From an optimization exercise on the open Yosys and OpenROAD flow, aimed at small area, a short achievable clock period and few clock cycles per item; shortcuts taken in it are not production practice. In this exercise RTL edits were held to simulation tests only and were not proved equivalent to the original.

==> flow/design.v (excerpt) <==
module md_lr_top (
  input  logic                         clk,
  input  logic                         rst,
  output logic                         pready,
  input  logic                         pvalid,
  input  logic [md_lr_pkg::PADDRW-1:0] paddr,
  input  md_lr_pkg::particle_t         pwdata,
  input  logic                         plast,
  input  logic                         fready,
  output logic                         fvalid,
  output logic [md_lr_pkg::PADDRW-1:0] faddr,
  output logic                         flast,
  output md_lr_pkg::force_t            fdata
);
==> module md_lr_top, before the edit <==
module md_lr_top (
  input  logic                         clk,
  input  logic                         rst,
  output logic                         pready,
  input  logic                         pvalid,
  input  logic [md_lr_pkg::PADDRW-1:0] paddr,
  input  md_lr_pkg::particle_t         pwdata,
  input  logic                         plast,
  input  logic                         fready,
  output logic                         fvalid,
  output logic [md_lr_pkg::PADDRW-1:0] faddr,
  output logic                         flast,
  output md_lr_pkg::force_t            fdata
);
  localparam int NP = md_lr_pkg::MAXNUMP;
  localparam int AW = md_lr_pkg::PADDRW;
  localparam int QW = md_lr_pkg::QW;
  localparam int CW = 3 * md_lr_pkg::GADDRW;       
  localparam int PW = CW + QW;
  logic [PW-1:0] lb [NP];
  logic [AW-1:0] wp;                    
  logic [AW-1:0] rb;                    
  logic [AW:0]   used;                  
  logic [1:0]    dcnt;                  
  logic [AW-1:0] d0_b, d0_n, d1_b, d1_n;  
  logic [CW-1:0] cb_c [NP];             
  logic [QW-1:0] cb_q [NP];             
  logic [NP-1:0] cb_m;                  
  logic          q_pend;                
  logic [AW-1:0] q_n;                   
  logic          cb_valid;              
  logic [AW-1:0] cb_n;
  logic [AW-1:0] idx;                   
  logic [AW-1:0] sp;                    
  logic [CW-1:0] pos;                   
  logic          s1_v, s1_l;
  logic [AW-1:0] s1_a;
  logic [NP*9-1:0] s1_cls;
  logic          s2_v, s2_l;
  logic [AW-1:0] s2_a;
  logic          k_v, k_l;              
  logic [AW-1:0] k_a;
  logic [13:0]   k_x, k_y, k_z;
  logic          accept, f_free, s2_adv, s1_adv, issue, idx_last;
  logic          copy_c, copy_q, done;
  logic [AW:0]   used_nxt;
  logic [1:0]    dcnt_nxt;
  logic [AW-1:0] fr_n;                  
  logic [NP-1:0] mask;                  
  assign accept   = pvalid & pready;
  assign f_free   = ~fvalid | fready;
  assign issue    = cb_valid & s1_adv;
  logic          s1_v_n, s2_v_n, k_v_n, s2_adv_n;
  logic [AW-1:0] idx_n, cb_n_n;
  assign s1_v_n   = s1_adv ? issue : s1_v;
  assign s2_v_n   = s2_adv ? s1_v : s2_v;
  assign k_v_n    = ~f_free & (k_v | s2_v);
  assign s2_adv_n = ~s2_v_n | ~k_v_n;
  assign idx_n    = issue ? (idx_last ? '0 : idx + 1'b1) : idx;
  assign cb_n_n   = copy_c ? d0_n : cb_n;
  assign done     = accept & plast;     
  assign copy_c = (dcnt != 2'd0) & ~q_pend & (~cb_valid | (issue & idx_last));
  assign copy_q = (q_pend | (copy_c & ~issue)) & (~s1_v | s2_adv);
  assign fr_n   = q_pend ? q_n : d0_n;
  assign used_nxt = used + (AW+1)'(accept) - (copy_q ? (AW+1)'(fr_n) + 1'b1 : '0);
  assign dcnt_nxt = dcnt + 2'(done) - 2'(copy_c);
  for (genvar j = 0; j < NP; j++) begin : g_mask
    logic [AW-1:0] off;
    assign off     = AW'(j) - d0_b;
    assign mask[j] = (off <= d0_n);
  end
  always_ff @(posedge clk) begin
    if (rst) begin
      pready   <= 1'b1;
      wp       <= '0;
      rb       <= '0;
      used     <= '0;
      dcnt     <= '0;
      q_pend   <= 1'b0;
      cb_valid <= 1'b0;
      idx      <= '0;
      s1_v     <= 1'b0;
      s2_v     <= 1'b0;
      k_v      <= 1'b0;
      s1_adv   <= 1'b1;
      s2_adv   <= 1'b1;
      fvalid   <= 1'b0;
    end else begin
      pready   <= (used_nxt != (AW+1)'(NP)) & (dcnt_nxt != 2'd2);
      used     <= used_nxt;
      dcnt     <= dcnt_nxt;
      if (accept) begin
        wp <= wp + 1'b1;
      end
      if (done) begin
        rb <= wp + 1'b1;
      end
      q_pend   <= (q_pend | copy_c) & ~copy_q;
      cb_valid <= copy_c | (cb_valid & ~(issue & idx_last));
      idx      <= idx_n;
      s1_v     <= s1_v_n;
      s2_v     <= s2_v_n;
      s2_adv   <= s2_adv_n;
      s1_adv   <= ~s1_v_n | s2_adv_n;
      if (f_free) begin
        fvalid <= k_v | s2_v;
        k_v    <= 1'b0;
      end else if (!k_v) begin
        k_v    <= s2_v;
      end
    end
  end
  logic [CW-1:0] nxt;
  assign nxt = cb_c[sp + 1'b1];
  always_ff @(posedge clk) begin
    idx_last <= (idx_n == cb_n_n);
    for (int j = 0; j < NP; j++) begin
      if (accept && wp == AW'(j)) begin
        lb[j] <= pwdata;
      end
    end
    if (done && (dcnt == 2'd0 || (dcnt == 2'd1 && copy_c))) begin
      d0_b <= rb;
      d0_n <= paddr;
    end else if (copy_c) begin
      d0_b <= d1_b;
      d0_n <= d1_n;
    end
    if (done) begin
      d1_b <= rb;
      d1_n <= paddr;
    end
    if (copy_c) begin
      for (int j = 0; j < NP; j++) begin
        cb_c[j] <= lb[j][PW-1:QW];
      end
      cb_m <= mask;
      cb_n <= d0_n;
      q_n  <= d0_n;
      sp   <= d0_b;
      pos  <= lb[d0_b][PW-1:QW];
    end else if (issue) begin
      sp  <= sp + 1'b1;
      pos <= nxt;
    end
    if (copy_q) begin
      for (int j = 0; j < NP; j++) begin
        cb_q[j] <= lb[j][QW-1:0];
      end
    end
  end
  logic [NP*CW-1:0] cells;
  logic [NP*QW-1:0] charges;
  logic [NP*9-1:0]  cls;
  logic [13:0]      fx, fy, fz;
  for (genvar j = 0; j < NP; j++) begin : g_slot
    assign cells[j*CW +: CW]   = cb_c[j];
    assign charges[j*QW +: QW] = cb_q[j];
  end
  force_class u_class (
    .cells (cells),
    .valid (cb_m),
    .pos   (pos),
    .cls   (cls)
  );
  force_gather u_gather (
    .clk     (clk),
    .en      (s2_adv),
    .cls     (s1_cls),
    .charges (charges),
    .fx      (fx),
    .fy      (fy),
    .fz      (fz)
  );
  always_ff @(posedge clk) begin
    if (s1_adv) begin
      s1_l   <= idx_last;
      s1_a   <= idx;
      s1_cls <= cls;
    end
    if (s2_adv) begin
      s2_l <= s1_l;
      s2_a <= s1_a;
    end
    if (f_free) begin
      flast    <= k_v ? k_l : s2_l;
      faddr    <= k_v ? k_a : s2_a;
      fdata.fx <= 18'(signed'(k_v ? k_x : fx));
      fdata.fy <= 18'(signed'(k_v ? k_y : fy));
      fdata.fz <= 18'(signed'(k_v ? k_z : fz));
    end else if (!k_v) begin
      k_l <= s2_l;
      k_a <= s2_a;
      k_x <= fx;
      k_y <= fy;
      k_z <= fz;
    end
  end
endmodule
make LEC_CHECK=0 ABC_AREA=1 CAP_MARGIN=50 CORE_MARGIN=2 CORE_UTILIZATION=40 SLEW_MARGIN=70 finish   # period 10.0 ns
run.sh (not shown) runs the stock make flow with config.mk's settings and CLKGATE_MAP_FILE= SYNTH_SCRIPT=/design/flow/synth_recipe.tcl, a recipe that flattens the netlist after the stock synthesis.
The first run passed the timing, DRC and antenna checks.
Testbench counts at the start, summed over its fixed seeds: cycles 1,462, items 1,214.
==> next run, changes <==
--- a/flow/design.v
+++ b/flow/design.v
@@ -1649,13 +1649,13 @@
   localparam int PW = CW + QW;
   logic [PW-1:0] lb [NP];
   logic [AW-1:0] wp;                    
   logic [AW-1:0] rb;                    
   logic [AW:0]   used;                  
   logic [1:0]    dcnt;                  
-  logic [AW-1:0] d0_b, d0_n, d1_b, d1_n;  
+  logic [AW-1:0] d0_b, d0_n, d1_b, d1_n, d2_b, d2_n;  
   logic [CW-1:0] cb_c [NP];             
   logic [QW-1:0] cb_q [NP];             
   logic [NP-1:0] cb_m;                  
   logic          q_pend;                
   logic [AW-1:0] q_n;                   
   logic          cb_valid;              
@@ -1691,12 +1691,19 @@
   assign done     = accept & plast;     
   assign copy_c = (dcnt != 2'd0) & ~q_pend & (~cb_valid | (issue & idx_last));
   assign copy_q = (q_pend | (copy_c & ~issue)) & (~s1_v | s2_adv);
   assign fr_n   = q_pend ? q_n : d0_n;
   assign used_nxt = used + (AW+1)'(accept) - (copy_q ? (AW+1)'(fr_n) + 1'b1 : '0);
   assign dcnt_nxt = dcnt + 2'(done) - 2'(copy_c);
+  logic          cb_valid_n, q_pend_n, issue_n, idx_last_n, copy_c_n, copy_q_n;
+  assign cb_valid_n = copy_c | (cb_valid & ~(issue & idx_last));
+  assign q_pend_n   = (q_pend | copy_c) & ~copy_q;
+  assign issue_n    = cb_valid_n & (~s1_v_n | s2_adv_n);
+  assign idx_last_n = (idx_n == cb_n_n);
+  assign copy_c_n   = (dcnt_nxt != 2'd0) & ~q_pend_n & (~cb_valid_n | (issue_n & idx_last_n));
+  assign copy_q_n   = (q_pend_n | (copy_c_n & ~issue_n)) & (~s1_v_n | s2_adv_n);
   for (genvar j = 0; j < NP; j++) begin : g_mask
     logic [AW-1:0] off;
     assign off     = AW'(j) - d0_b;
     assign mask[j] = (off <= d0_n);
   end
   always_ff @(posedge clk) begin
@@ -1713,23 +1720,23 @@
       s2_v     <= 1'b0;
       k_v      <= 1'b0;
       s1_adv   <= 1'b1;
       s2_adv   <= 1'b1;
       fvalid   <= 1'b0;
     end else begin
-      pready   <= (used_nxt != (AW+1)'(NP)) & (dcnt_nxt != 2'd2);
+      pready   <= ((used_nxt != (AW+1)'(NP)) | copy_q_n) & ((dcnt_nxt != 2'd3) | copy_c_n);
       used     <= used_nxt;
       dcnt     <= dcnt_nxt;
       if (accept) begin
         wp <= wp + 1'b1;
       end
       if (done) begin
         rb <= wp + 1'b1;
       end
-      q_pend   <= (q_pend | copy_c) & ~copy_q;
-      cb_valid <= copy_c | (cb_valid & ~(issue & idx_last));
+      q_pend   <= q_pend_n;
+      cb_valid <= cb_valid_n;
       idx      <= idx_n;
       s1_v     <= s1_v_n;
       s2_v     <= s2_v_n;
       s2_adv   <= s2_adv_n;
       s1_adv   <= ~s1_v_n | s2_adv_n;
       if (f_free) begin
@@ -1740,28 +1747,30 @@
       end
     end
   end
   logic [CW-1:0] nxt;
   assign nxt = cb_c[sp + 1'b1];
   always_ff @(posedge clk) begin
-    idx_last <= (idx_n == cb_n_n);
+    idx_last <= idx_last_n;
     for (int j = 0; j < NP; j++) begin
       if (accept && wp == AW'(j)) begin
         lb[j] <= pwdata;
       end
     end
-    if (done && (dcnt == 2'd0 || (dcnt == 2'd1 && copy_c))) begin
-      d0_b <= rb;
-      d0_n <= paddr;
-    end else if (copy_c) begin
+    if (copy_c) begin
       d0_b <= d1_b;
       d0_n <= d1_n;
+      d1_b <= d2_b;
+      d1_n <= d2_n;
     end
     if (done) begin
-      d1_b <= rb;
-      d1_n <= paddr;
+      case (dcnt - 2'(copy_c))
+        2'd0:    begin d0_b <= rb; d0_n <= paddr; end
+        2'd1:    begin d1_b <= rb; d1_n <= paddr; end
+        default: begin d2_b <= rb; d2_n <= paddr; end
+      endcase
     end
     if (copy_c) begin
       for (int j = 0; j < NP; j++) begin
         cb_c[j] <= lb[j][PW-1:QW];
       end
       cb_m <= mask;
What happened: Critical path depth does not change; cell count increases by about 0.56%; worst hold slack hardly moves; final area is higher by about 0.65%; wire length fell by about 3.3%; global-route usage drops by 0.95 points; clock-buffer cell count grows by 5; first-iteration DRC count grows by about 2.3%; synthesized area went up by 0.40%.
Testbench counts after the change, summed over its fixed seeds: cycles 1,402, items 1,214.

-- static timing again, ports no longer ideal --
Ports are ideal in the flow. The routed layouts listed here were re-timed in OpenROAD.
Step 1 sets driving cells, clkbuf_16 on the clock port and buf_2 on the other inputs (assumed; they add their load-dependent delay and slew).
Step 2 times the ports against the registers' clock, not the clock port: input delays grow and output delays shrink by t, the midpoint of the rising clock arrivals with the driver on.
Slacks: ideal / step 1 / step 2; pairs: ideal / step 1.
run | t, ns | setup slack, ns | worst setup path after step 2 | pins driven straight from the clock port
the first run | 0.801 | 6.028 / 6.028 / 5.618 | input to register | 1
the second run | 0.799 | 6.068 / 6.068 / 5.437 | input to register | 1
After both steps every run listed still meets setup and hold. The setup slack of the second run, which loses most, moves by 0.000 ns with the drivers and by -0.631 ns with both steps.
